From an optimization exercise on the open Yosys and OpenROAD flow, aimed at small area; shortcuts taken in it are not production practice.
Function was checked by simulation only, so behaviour that the tests miss may differ from the original.
Power and IR drop assume default switching activity.

### flow/design.v
`timescale 1ns/1ps
package mflow_pkg;
   typedef logic [31:0] word_t;
   typedef logic [31:0] addr_t;
   typedef logic [31:0] vid_t;
   typedef logic [31:0] ts_t;
   typedef logic [2:0]  ttype_t;
   typedef struct packed {
      logic [63:0] args;
      ttype_t      ttype;
      vid_t        object;
      ts_t         ts;
   } task_t;
   typedef struct packed {
      addr_t addr;
   } rd_req_t;
   typedef struct packed {
      word_t data;
      addr_t addr;
   } wr_req_t;
   typedef struct packed {
      word_t data;    
      addr_t addr;
   } undo_entry_t;
   localparam ttype_t DISCHARGE_TASK  = 3'd0;
   localparam ttype_t GET_HEIGHT_TASK = 3'd1;
   localparam ttype_t PUSH_TASK       = 3'd2;
   localparam ttype_t RECEIVE_TASK    = 3'd3;
   localparam int VID_EXCESS_OFFSET = 0;
   localparam int VID_HEIGHT_OFFSET = 8;
   localparam int FLOW_BASE_WORD = 4;
   localparam int VERTEX_SHIFT = 6;    
endpackage
`timescale 1ns/1ps
module header_loader #(
   parameter logic [31:0] HEADER_BASE = '0
) (
   input  logic    clk,
   input  logic    rstn,
   input  logic    start,
   output mflow_pkg::rd_req_t hdr_rd_req,
   output logic    hdr_rd_valid,
   input  logic    hdr_rd_ready,
   input  logic    hdr_resp_valid,
   input  mflow_pkg::word_t   rd_data,
   output logic    hdr_ready,
   output mflow_pkg::addr_t   base_vertex_data,
   output mflow_pkg::vid_t    source_node,
   output mflow_pkg::vid_t    sink_node
);
   logic [1:0] word_cnt;    
   logic       loading;
   logic       waiting;     
   assign hdr_rd_valid = loading && !waiting;
   assign hdr_rd_req.addr = HEADER_BASE + mflow_pkg::addr_t'({word_cnt, 2'b00});
   always_ff @(posedge clk) begin
      if (!rstn) begin
         word_cnt  <= '0;
         loading   <= 1'b0;
         waiting   <= 1'b0;
         hdr_ready <= 1'b0;
      end else begin
         if (start && !hdr_ready && !loading) begin
            loading <= 1'b1;    
         end
         if (hdr_rd_valid && hdr_rd_ready) begin
            waiting <= 1'b1;
         end
         if (hdr_resp_valid) begin
            waiting  <= 1'b0;
            word_cnt <= word_cnt + 2'd1;
            if (word_cnt == 2'd2) begin
               loading   <= 1'b0;
               hdr_ready <= 1'b1;    
            end
         end
      end
   end
   always_ff @(posedge clk) begin
      if (hdr_resp_valid) begin
         case (word_cnt)
            2'd0:    base_vertex_data <= rd_data;
            2'd1:    source_node      <= rd_data;
            default: sink_node        <= rd_data;
         endcase
      end
   end
endmodule
`timescale 1ns/1ps
module mem_read_arbiter (
   input  logic    clk,
   input  logic    rstn,
   input  mflow_pkg::rd_req_t hdr_rd_req,
   input  logic    hdr_rd_valid,
   output logic    hdr_rd_ready,
   output logic    hdr_resp_valid,
   input  mflow_pkg::rd_req_t fsm_rd_req,
   input  logic    fsm_rd_valid,
   output logic    fsm_rd_ready,
   output logic    fsm_resp_valid,
   output mflow_pkg::rd_req_t mem_rd_req,
   output logic    mem_rd_valid,
   input  logic    mem_rd_ready,
   input  logic    mem_rd_resp_valid
);
   logic pending;      
   logic owner_hdr;    
   logic grant_hdr;
   assign grant_hdr = hdr_rd_valid;    
   assign mem_rd_valid = !pending && (hdr_rd_valid || fsm_rd_valid);
   assign mem_rd_req   = grant_hdr ? hdr_rd_req : fsm_rd_req;
   assign hdr_rd_ready = !pending && mem_rd_ready;
   assign fsm_rd_ready = !pending && mem_rd_ready && !grant_hdr;
   always_ff @(posedge clk) begin
      if (!rstn) begin
         pending   <= 1'b0;
         owner_hdr <= 1'b0;
      end else if (mem_rd_valid && mem_rd_ready) begin
         pending   <= 1'b1;
         owner_hdr <= grant_hdr;
      end else if (mem_rd_resp_valid) begin
         pending   <= 1'b0;
      end
   end
   assign hdr_resp_valid = mem_rd_resp_valid && pending && owner_hdr;
   assign fsm_resp_valid = mem_rd_resp_valid && pending && !owner_hdr;
endmodule
`timescale 1ns/1ps
module task_fsm #(
   parameter int FLOW_IDX_W = 4
) (
   input  logic        clk,
   input  logic        rstn,
   input  logic        start,
   input  mflow_pkg::task_t       task_in,
   output logic        done,
   output logic        idle,
   input  logic        hdr_ready,
   input  mflow_pkg::addr_t       base_vertex_data,
   input  mflow_pkg::vid_t        source_node,
   input  mflow_pkg::vid_t        sink_node,
   output mflow_pkg::rd_req_t     fsm_rd_req,
   output logic        fsm_rd_valid,
   input  logic        fsm_rd_ready,
   input  logic        fsm_resp_valid,
   input  mflow_pkg::word_t       rd_data,
   output mflow_pkg::wr_req_t     mem_wr_req,
   output logic        mem_wr_valid,
   input  logic        mem_wr_ready,
   output mflow_pkg::undo_entry_t undo_entry,
   output logic        undo_valid,
   input  logic        undo_ready,
   output mflow_pkg::task_t       task_out,
   output logic        task_out_valid,
   input  logic        task_out_ready
);
   typedef enum logic [3:0] {
      IDLE,
      WAIT_HDR,
      GH_READ,
      GH_WAIT,
      GH_ENQ,
      RX_READ_EXCESS,
      RX_WAIT_EXCESS,
      RX_READ_FLOW,
      RX_WAIT_FLOW,
      RX_UNDO_FLOW,
      RX_WRITE_FLOW,
      RX_UNDO_EXCESS,
      RX_WRITE_EXCESS,
      RX_ENQ,
      FINISH
   } fsm_state_t;
   fsm_state_t state, state_next;
   mflow_pkg::task_t cur_task;
   mflow_pkg::word_t vid_excess;
   mflow_pkg::word_t vid_height;
   mflow_pkg::word_t edge_flow;
   mflow_pkg::word_t                 arg0;
   mflow_pkg::word_t                 arg1;    
   logic [FLOW_IDX_W-1:0] flow_idx;
   mflow_pkg::addr_t                 vertex_addr;
   mflow_pkg::addr_t                 excess_addr;
   mflow_pkg::addr_t                 height_addr;
   mflow_pkg::addr_t                 flow_addr;
   logic                  activates;
   assign arg0     = cur_task.args[31:0];
   assign arg1     = cur_task.args[63:32];
   assign flow_idx = arg0[FLOW_IDX_W-1:0];
   assign vertex_addr = base_vertex_data + (mflow_pkg::addr_t'(cur_task.object) << mflow_pkg::VERTEX_SHIFT);
   assign excess_addr = vertex_addr + mflow_pkg::addr_t'(mflow_pkg::VID_EXCESS_OFFSET);
   assign height_addr = vertex_addr + mflow_pkg::addr_t'(mflow_pkg::VID_HEIGHT_OFFSET);
   assign flow_addr   = vertex_addr + ((mflow_pkg::addr_t'(mflow_pkg::FLOW_BASE_WORD) + mflow_pkg::addr_t'(flow_idx)) << 2);
   assign activates = (vid_excess == '0) && (cur_task.object != source_node)
                      && (cur_task.object != sink_node);
   assign done = (state == FINISH);
   assign idle = (state == IDLE);
   always_ff @(posedge clk) begin
      if (!rstn) begin
         state <= IDLE;
      end else begin
         state <= state_next;
      end
   end
   always_ff @(posedge clk) begin
      if (state == IDLE && start) begin
         cur_task <= task_in;
      end
      if (fsm_resp_valid) begin
         case (state)
            GH_WAIT:        vid_height <= rd_data;
            RX_WAIT_EXCESS: vid_excess <= rd_data;
            RX_WAIT_FLOW:   edge_flow  <= rd_data;
            default: ;
         endcase
      end
   end
   always_comb begin
      state_next      = state;
      fsm_rd_valid    = 1'b0;
      fsm_rd_req.addr = '0;
      mem_wr_valid    = 1'b0;
      mem_wr_req      = '0;
      undo_valid      = 1'b0;
      undo_entry      = '0;
      task_out_valid  = 1'b0;
      task_out        = '0;
      case (state)
         IDLE: begin
            if (start) begin
               state_next = WAIT_HDR;
            end
         end
         WAIT_HDR: begin
            if (hdr_ready) begin
               case (cur_task.ttype)
                  mflow_pkg::GET_HEIGHT_TASK: state_next = GH_READ;
                  mflow_pkg::RECEIVE_TASK:    state_next = RX_READ_EXCESS;
                  default:         state_next = FINISH;    
               endcase
            end
         end
         GH_READ: begin
            fsm_rd_valid    = 1'b1;
            fsm_rd_req.addr = height_addr;
            if (fsm_rd_ready) begin
               state_next = GH_WAIT;
            end
         end
         GH_WAIT: begin
            if (fsm_resp_valid) begin
               state_next = GH_ENQ;
            end
         end
         GH_ENQ: begin
            task_out_valid  = 1'b1;
            task_out.ttype  = mflow_pkg::PUSH_TASK;
            task_out.object = arg0;
            task_out.args   = {arg1, vid_height};
            task_out.ts     = cur_task.ts;
            if (task_out_ready) begin
               state_next = FINISH;
            end
         end
         RX_READ_EXCESS: begin
            fsm_rd_valid    = 1'b1;
            fsm_rd_req.addr = excess_addr;
            if (fsm_rd_ready) begin
               state_next = RX_WAIT_EXCESS;
            end
         end
         RX_WAIT_EXCESS: begin
            if (fsm_resp_valid) begin
               state_next = RX_READ_FLOW;
            end
         end
         RX_READ_FLOW: begin
            fsm_rd_valid    = 1'b1;
            fsm_rd_req.addr = flow_addr;    
            if (fsm_rd_ready) begin
               state_next = RX_WAIT_FLOW;
            end
         end
         RX_WAIT_FLOW: begin
            if (fsm_resp_valid) begin
               state_next = RX_UNDO_FLOW;
            end
         end
         RX_UNDO_FLOW: begin
            undo_valid      = 1'b1;
            undo_entry.addr = flow_addr;
            undo_entry.data = edge_flow;
            if (undo_ready) begin
               state_next = RX_WRITE_FLOW;
            end
         end
         RX_WRITE_FLOW: begin
            mem_wr_valid    = 1'b1;
            mem_wr_req.addr = flow_addr;
            mem_wr_req.data = edge_flow - arg1;
            if (mem_wr_ready) begin
               state_next = RX_UNDO_EXCESS;
            end
         end
         RX_UNDO_EXCESS: begin
            undo_valid      = 1'b1;
            undo_entry.addr = excess_addr;
            undo_entry.data = vid_excess;
            if (undo_ready) begin
               state_next = RX_WRITE_EXCESS;
            end
         end
         RX_WRITE_EXCESS: begin
            mem_wr_valid    = 1'b1;
            mem_wr_req.addr = excess_addr;
            mem_wr_req.data = vid_excess + arg1;
            if (mem_wr_ready) begin
               state_next = activates ? RX_ENQ : FINISH;
            end
         end
         RX_ENQ: begin
            task_out_valid  = 1'b1;
            task_out.ttype  = mflow_pkg::DISCHARGE_TASK;
            task_out.object = cur_task.object;
            task_out.args   = {cur_task.ts, 32'd0};
            task_out.ts     = cur_task.ts;
            if (task_out_ready) begin
               state_next = FINISH;
            end
         end
         FINISH: begin
            state_next = IDLE;
         end
         default: begin
            state_next = IDLE;
         end
      endcase
   end
endmodule
`timescale 1ns/1ps
module mflow_task_unit #(
   parameter logic [31:0] HEADER_BASE = '0,
   parameter int    FLOW_IDX_W  = 4
) (
   input  logic        clk,
   input  logic        rstn,
   input  logic        start,
   input  mflow_pkg::task_t       task_in,
   output logic        done,
   output logic        idle,
   output mflow_pkg::task_t       task_out,
   output logic        task_out_valid,
   input  logic        task_out_ready,
   output mflow_pkg::rd_req_t     mem_rd_req,
   output logic        mem_rd_valid,
   input  logic        mem_rd_ready,
   input  mflow_pkg::word_t       mem_rd_data,
   input  logic        mem_rd_resp_valid,
   output mflow_pkg::wr_req_t     mem_wr_req,
   output logic        mem_wr_valid,
   input  logic        mem_wr_ready,
   output mflow_pkg::undo_entry_t undo_entry,
   output logic        undo_valid,
   input  logic        undo_ready
);
   mflow_pkg::rd_req_t hdr_rd_req;
   logic    hdr_rd_valid;
   logic    hdr_rd_ready;
   logic    hdr_resp_valid;
   mflow_pkg::rd_req_t fsm_rd_req;
   logic    fsm_rd_valid;
   logic    fsm_rd_ready;
   logic    fsm_resp_valid;
   logic    hdr_ready;
   mflow_pkg::addr_t   base_vertex_data;
   mflow_pkg::vid_t    source_node;
   mflow_pkg::vid_t    sink_node;
   header_loader #(
      .HEADER_BASE (HEADER_BASE)
   ) u_header_loader (
      .clk              (clk),
      .rstn             (rstn),
      .start            (start),
      .hdr_rd_req       (hdr_rd_req),
      .hdr_rd_valid     (hdr_rd_valid),
      .hdr_rd_ready     (hdr_rd_ready),
      .hdr_resp_valid   (hdr_resp_valid),
      .rd_data          (mem_rd_data),
      .hdr_ready        (hdr_ready),
      .base_vertex_data (base_vertex_data),
      .source_node      (source_node),
      .sink_node        (sink_node)
   );
   mem_read_arbiter u_mem_read_arbiter (
      .clk               (clk),
      .rstn              (rstn),
      .hdr_rd_req        (hdr_rd_req),
      .hdr_rd_valid      (hdr_rd_valid),
      .hdr_rd_ready      (hdr_rd_ready),
      .hdr_resp_valid    (hdr_resp_valid),
      .fsm_rd_req        (fsm_rd_req),
      .fsm_rd_valid      (fsm_rd_valid),
      .fsm_rd_ready      (fsm_rd_ready),
      .fsm_resp_valid    (fsm_resp_valid),
      .mem_rd_req        (mem_rd_req),
      .mem_rd_valid      (mem_rd_valid),
      .mem_rd_ready      (mem_rd_ready),
      .mem_rd_resp_valid (mem_rd_resp_valid)
   );
   task_fsm #(
      .FLOW_IDX_W (FLOW_IDX_W)
   ) u_task_fsm (
      .clk              (clk),
      .rstn             (rstn),
      .start            (start),
      .task_in          (task_in),
      .done             (done),
      .idle             (idle),
      .hdr_ready        (hdr_ready),
      .base_vertex_data (base_vertex_data),
      .source_node      (source_node),
      .sink_node        (sink_node),
      .fsm_rd_req       (fsm_rd_req),
      .fsm_rd_valid     (fsm_rd_valid),
      .fsm_rd_ready     (fsm_rd_ready),
      .fsm_resp_valid   (fsm_resp_valid),
      .rd_data          (mem_rd_data),
      .mem_wr_req       (mem_wr_req),
      .mem_wr_valid     (mem_wr_valid),
      .mem_wr_ready     (mem_wr_ready),
      .undo_entry       (undo_entry),
      .undo_valid       (undo_valid),
      .undo_ready       (undo_ready),
      .task_out         (task_out),
      .task_out_valid   (task_out_valid),
      .task_out_ready   (task_out_ready)
   );
endmodule
`timescale 1ns/1ps
module mflow_top (
   input  logic        clk,
   input  logic        rstn,
   input  logic        start,
   input  logic [31:0] task_in_ts,
   input  logic [31:0] task_in_object,
   input  logic [2:0]  task_in_ttype,
   input  logic [63:0] task_in_args,
   output logic        done,
   output logic        idle,
   output logic [31:0] task_out_ts,
   output logic [31:0] task_out_object,
   output logic [2:0]  task_out_ttype,
   output logic [63:0] task_out_args,
   output logic        task_out_valid,
   input  logic        task_out_ready,
   output logic [31:0] mem_rd_addr,
   output logic        mem_rd_valid,
   input  logic        mem_rd_ready,
   input  logic [31:0] mem_rd_data,
   input  logic        mem_rd_resp_valid,
   output logic [31:0] mem_wr_addr,
   output logic [31:0] mem_wr_data,
   output logic        mem_wr_valid,
   input  logic        mem_wr_ready,
   output logic [31:0] undo_addr,
   output logic [31:0] undo_data,
   output logic        undo_valid,
   input  logic        undo_ready
);
   mflow_pkg::task_t       task_in_s;
   mflow_pkg::task_t       task_out_s;
   mflow_pkg::rd_req_t     rd_req_s;
   mflow_pkg::wr_req_t     wr_req_s;
   mflow_pkg::undo_entry_t undo_s;
   assign task_in_s.ts     = task_in_ts;
   assign task_in_s.object = task_in_object;
   assign task_in_s.ttype  = task_in_ttype;
   assign task_in_s.args   = task_in_args;
   assign task_out_ts     = task_out_s.ts;
   assign task_out_object = task_out_s.object;
   assign task_out_ttype  = task_out_s.ttype;
   assign task_out_args   = task_out_s.args;
   assign mem_rd_addr = rd_req_s.addr;
   assign mem_wr_addr = wr_req_s.addr;
   assign mem_wr_data = wr_req_s.data;
   assign undo_addr   = undo_s.addr;
   assign undo_data   = undo_s.data;
   mflow_task_unit #(
      .HEADER_BASE (32'h0),
      .FLOW_IDX_W  (4)
   ) u_unit (
      .clk               (clk),
      .rstn              (rstn),
      .start             (start),
      .task_in           (task_in_s),
      .done              (done),
      .idle              (idle),
      .task_out          (task_out_s),
      .task_out_valid    (task_out_valid),
      .task_out_ready    (task_out_ready),
      .mem_rd_req        (rd_req_s),
      .mem_rd_valid      (mem_rd_valid),
      .mem_rd_ready      (mem_rd_ready),
      .mem_rd_data       (mem_rd_data),
      .mem_rd_resp_valid (mem_rd_resp_valid),
      .mem_wr_req        (wr_req_s),
      .mem_wr_valid      (mem_wr_valid),
      .mem_wr_ready      (mem_wr_ready),
      .undo_entry        (undo_s),
      .undo_valid        (undo_valid),
      .undo_ready        (undo_ready)
   );
endmodule
### flow/run.sh
#!/bin/bash
# synth_recipe.tcl (not shown) runs the flow's synth.tcl, then flattens the netlist and writes it again
# the make line also repeats each setting of config.mk as NAME=value (left out here)
make -C /OpenROAD-flow-scripts/flow DESIGN_CONFIG=/design/flow/config.mk WORK_HOME=/design/flow/orfs CLKGATE_MAP_FILE= SYNTH_SCRIPT=/design/flow/synth_recipe.tcl finish
### flow/config.mk
export PLATFORM = sky130hd
export DESIGN_NAME = mflow_top
export DESIGN_NICKNAME = mflow_top
export VERILOG_FILES = /design/flow/design.v
export SDC_FILE = /design/flow/constraint.sdc
export NUM_CORES = 4
export LEC_CHECK = 0
export CAP_MARGIN = 20
export CORE_MARGIN = 2
export CORE_UTILIZATION = 40
export SLEW_MARGIN = 20
### flow/constraint.sdc
create_clock -name core_clock -period 10.0 [get_ports {clk}]
set_input_delay 2.0000 -clock core_clock [delete_from_list [all_inputs] [get_ports {clk}]]
set_output_delay 2.0000 -clock core_clock [all_outputs]
set_load 0.01 [all_outputs]
==> flow_summary.json <==
{
  "avgViaCountPerCell": 5.83,
  "grt_usage_pct": 28.1,
  "clk_path_buf_depth": 3,
  "max_freq_mhz": 136,
  "wire_per_inst_um": 25.3,
  "port_buffers": 465,
  "finalCriticalPeriod_ns": 7.34,
  "worst_ep_arrival_time_ns": 5.34,
  "nFillCells": 4278,
  "yosys-top-cells-area": "edfxtp_1, ha_1, xnor2_1",
  "root_buffer": "clkbuf_16",
  "fin_hold_ws_ns": 0.499,
  "hp-class": "reg -> reg",
  "critPathRequiredTime_ns": 8.00,
  "setup_tns_ns": 0,
  "cp-end-kind": "output port",
  "netlist_instances": 1808,
  "antenna_found_initial": 1,
  "grt_overflow_total": 0,
  "drtIter0Drc": 1608,
  "start_kind": "flop",
  "htreeDepth": 2,
  "cts_hold_buf": 0,
  "ys_warn_count": 3,
  "detail-route-antenna-nets": 0,
  "synth_top_area_share_pct": 48.9,
  "dp_hpwl_um": 55400,
  "core_mm2": 0.0490,
  "outcome": "complete, no violations",
  "grt_max_degree": 67,
  "power.density_mw_per_mm2": 224,
  "die_h_um": 227,
  "num_vias": 17200,
  "synth_flop_cell": "edfxtp_1",
  "dieArea_mm2": 0.0514,
  "wl_um": 74300,
  "post_dp_cell_area_mm2": 0.0252,
  "nets": 2520,
  "synth_edf_count": 323,
  "report.final.slew_viol_count": 0,
  "setup_viol": 0,
  "gp_congestion": 0.938,
  "finalInstanceArea_mm2": 0.0266,
  "cts_buffers": 40,
  "clock-sinks": 334,
  "num_io_pins": 468,
  "syn_area_per_cell_um2": 11.0,
  "fin_skew_ns": 0.0307,
  "rsz0062_at_grt": "false",
  "firstDrtPassIters": 6,
  "drive_above_1_share_pct": 5.57,
  "cp_max_fo": 7,
  "ctsResizeCount": 0,
  "power_leakage_nw": 9.41,
  "maxCapViolations": 0,
  "clk_pin_slew_worst_paths_ns": 0.06,
  "yosysTopAreaCell": "edfxtp_1",
  "post-cts-setup-buffer-count": 0,
  "crit_type": "reg -> out",
  "std_cell_rows": 81,
  "grt_pass1_vias": 16600,
  "clkLatencyLatePin_ns": 0.58,
  "yosysSeqAreaShare_pct": 50.0,
  "fin_crit_sh_pct": 73.4,
  "postLayoutCoreUtil_pct": 54.3,
  "slew_headroom_pct": 18.1,
  "ys_async_sr_fraction_pct": 0,
  "worstMarginPinSlew_ns": 1.22,
  "drc": 0,
  "mappedNetlistArea_mm2": 0.0199,
  "synthToLayoutAreaGrowth_pct": 33.9,
  "start_util_pct": 40.6,
  "cts_tree": "built",
  "ys_seq_elements": 334,
  "grt_pass1_wl_um": 107000,
  "yosysUniqueCellTypes": 87,
  "peakVddDrop_uv": 126,
  "die_w_um": 227,
  "hold_violations": 0
}
[layout make-up]
type	instances	area, µm²	area share (%)
well taps	664	831	3.13
inverters	68	255	0.961
clock inverters	25	313	1.18
multi-input cells	1315	9380	35.3
repair buffers	489	4830	18.2
diodes	1	2.50	0.00942
clock buffers	48	1040	3.92
flip-flops and latches	334	9920	37.3
[power by group]
part / switching, mW / internal [mW] / leakage (nW)
registers: 0.193 / 1.77 / 3.05
logic: 1.48 / 1.00 / 5.72
clock network: 0.620 / 0.883 / 0.644
total: 2.29 / 3.65 / 9.41
[flip-flops by register name, summed over array words and instances (netlist names)]
| signal | count |
|---|---|
| u_unit.u_task_fsm.cur_task | 131 |
| u_unit.u_header_loader.base_vertex_data | 32 |
| u_unit.u_header_loader.sink_node | 32 |
| u_unit.u_header_loader.source_node | 32 |
| u_unit.u_task_fsm.edge_flow | 32 |
| u_unit.u_task_fsm.vid_excess | 32 |
| u_unit.u_task_fsm.vid_height | 32 |
| u_unit.u_task_fsm.state | 4 |
| u_unit.u_header_loader.word_cnt | 2 |
| u_unit.u_header_loader.hdr_ready | 1 |
| u_unit.u_header_loader.loading | 1 |
| u_unit.u_header_loader.waiting | 1 |
| u_unit.u_mem_read_arbiter.owner_hdr | 1 |
| u_unit.u_mem_read_arbiter.pending | 1 |
[cell families (layout without fill, tap and decap cells)]
family	Yosys count	in the layout	share of synthesized area, %
flops	334	334	50.0
fa+ha+maj	101	101	6.52
xor+xnor	170	170	7.50
simple gates	498	498	13.6
buf+inv	160	630	3.16
mux	6	6	0.309
other cells	1	3	0.0189
compound gates	538	538	18.9
[per-layer routing]
layer | track usage [%] | vias up | wire length [µm]
met4 | 8.32 | 2 | 2080
met1 | 39.1 | 8425 | 32300
li1 | - | 7803 | -
met2 | 44.7 | 815 | 33900
met5 | 0 | - | 8
met3 | 5.21 | 120 | 6020
[worst max-delay path: stages, from the launching register on]
cell	delay (ns)
edfxtp_1	0.49
ha_1	0.35
a211oi_1	0.43
o211ai_1	0.25
a21oi_1	0.23
o211ai_1	0.40
a31oi_4	0.36
nand4_2	0.18
nor4_1	0.54
nand3_1	0.20
nor3_1	0.23
xor2_1	0.15
o32ai_1	0.35
clkdlybuf4s50_1	0.61
[synthesized netlist by cell type, drive strengths merged, types with 6 or more instances]
library cell	count
buf	17
and3	48
a31oi	9
o211ai	14
dfxtp	11
o221ai	6
nand4	35
clkbuf	75
or2	9
nand2	84
o21bai	12
o21ai	75
o21a	19
nand3b	8
nor4	23
a22o	105
a21o	34
xnor2	118
inv	68
nand2b	24
ha	97
a211oi	15
nand3	36
nor2b	25
or4	6
xor2	52
and2	44
a21boi	7
nor3	33
nor2	102
or3	12
o22ai	75
a21oi	106
a221oi	7
o31ai	6
edfxtp	323
[per-stage QoR]
step | power [mW] | instances | setup WS [ns]
floorplan | 3.48 | 1809 | 4.08
global placement | 4.40 | 2869 | 3.46
detailed placement | 4.43 | 2870 | 3.34
CTS | 5.95 | 2943 | 2.75
global route | 6.25 | 2943 | 2.35
finish | 5.95 | 2944 | 2.66
[layout by cell type, fill, tap and decap left out, types with 33 or more instances in the layout]
cell / Yosys / final
inv_1: 68 / 68
nand3_1: 35 / 33
a21o_1: 34 / 34
a22o_1: 105 / 105
xnor2_1: 118 / 118
o21ai_0: 71 / 71
and2_1: 44 / 44
ha_1: 97 / 97
a21oi_1: 106 / 106
clkbuf_16: 0 / 40
nand4_1: 34 / 34
nor2_1: 102 / 97
o22ai_1: 75 / 75
nand2_1: 84 / 83
and3_1: 48 / 47
edfxtp_1: 323 / 323
clkdlybuf4s50_1: 0 / 465
xor2_1: 52 / 52
[path summary, 6_finish.rpt]
check | startpoint | to | slack (ns) | cells past startpoint
min reg2reg | u_unit.u_header_loader.waiting | u_unit.u_header_loader.waiting | 0.50 | 2
max reg2reg | u_unit.u_task_fsm.state[0] | u_unit.u_task_fsm.cur_task[1] | 6.62 | 4
min | u_unit.u_header_loader.waiting | u_unit.u_header_loader.waiting | 0.50 | 2
max | u_unit.u_task_fsm.cur_task[33] | mem_rd_addr[29] | 2.66 | 13

==> what the ideal ports hide <==
In the flow no input, the clock included, has a driving cell. The finished layout below was timed again as built, in two steps.
Step 1 assumes that a clkbuf_16 drives the clock port and a buf_2 every other input.
Step 2 adds t to the input delays and takes it off the output delays; t is the mean of the earliest and latest rising clock arrival at the registers after step 1. Input paths then give back, and output paths get back, about the clock's delay inside the block.
a / b / c = no drivers / after step 1 / after step 2; a / b = the first two.
t (ns): 0.625
setup slack, ns: 2.657 / 2.598 / 3.222
hold WS [ns]: 0.499 / 0.499 / 0.499
After both steps this run still meets setup and hold. For this run, drivers alone change the setup slack by -0.059 ns; drivers and shift together by +0.565 ns.
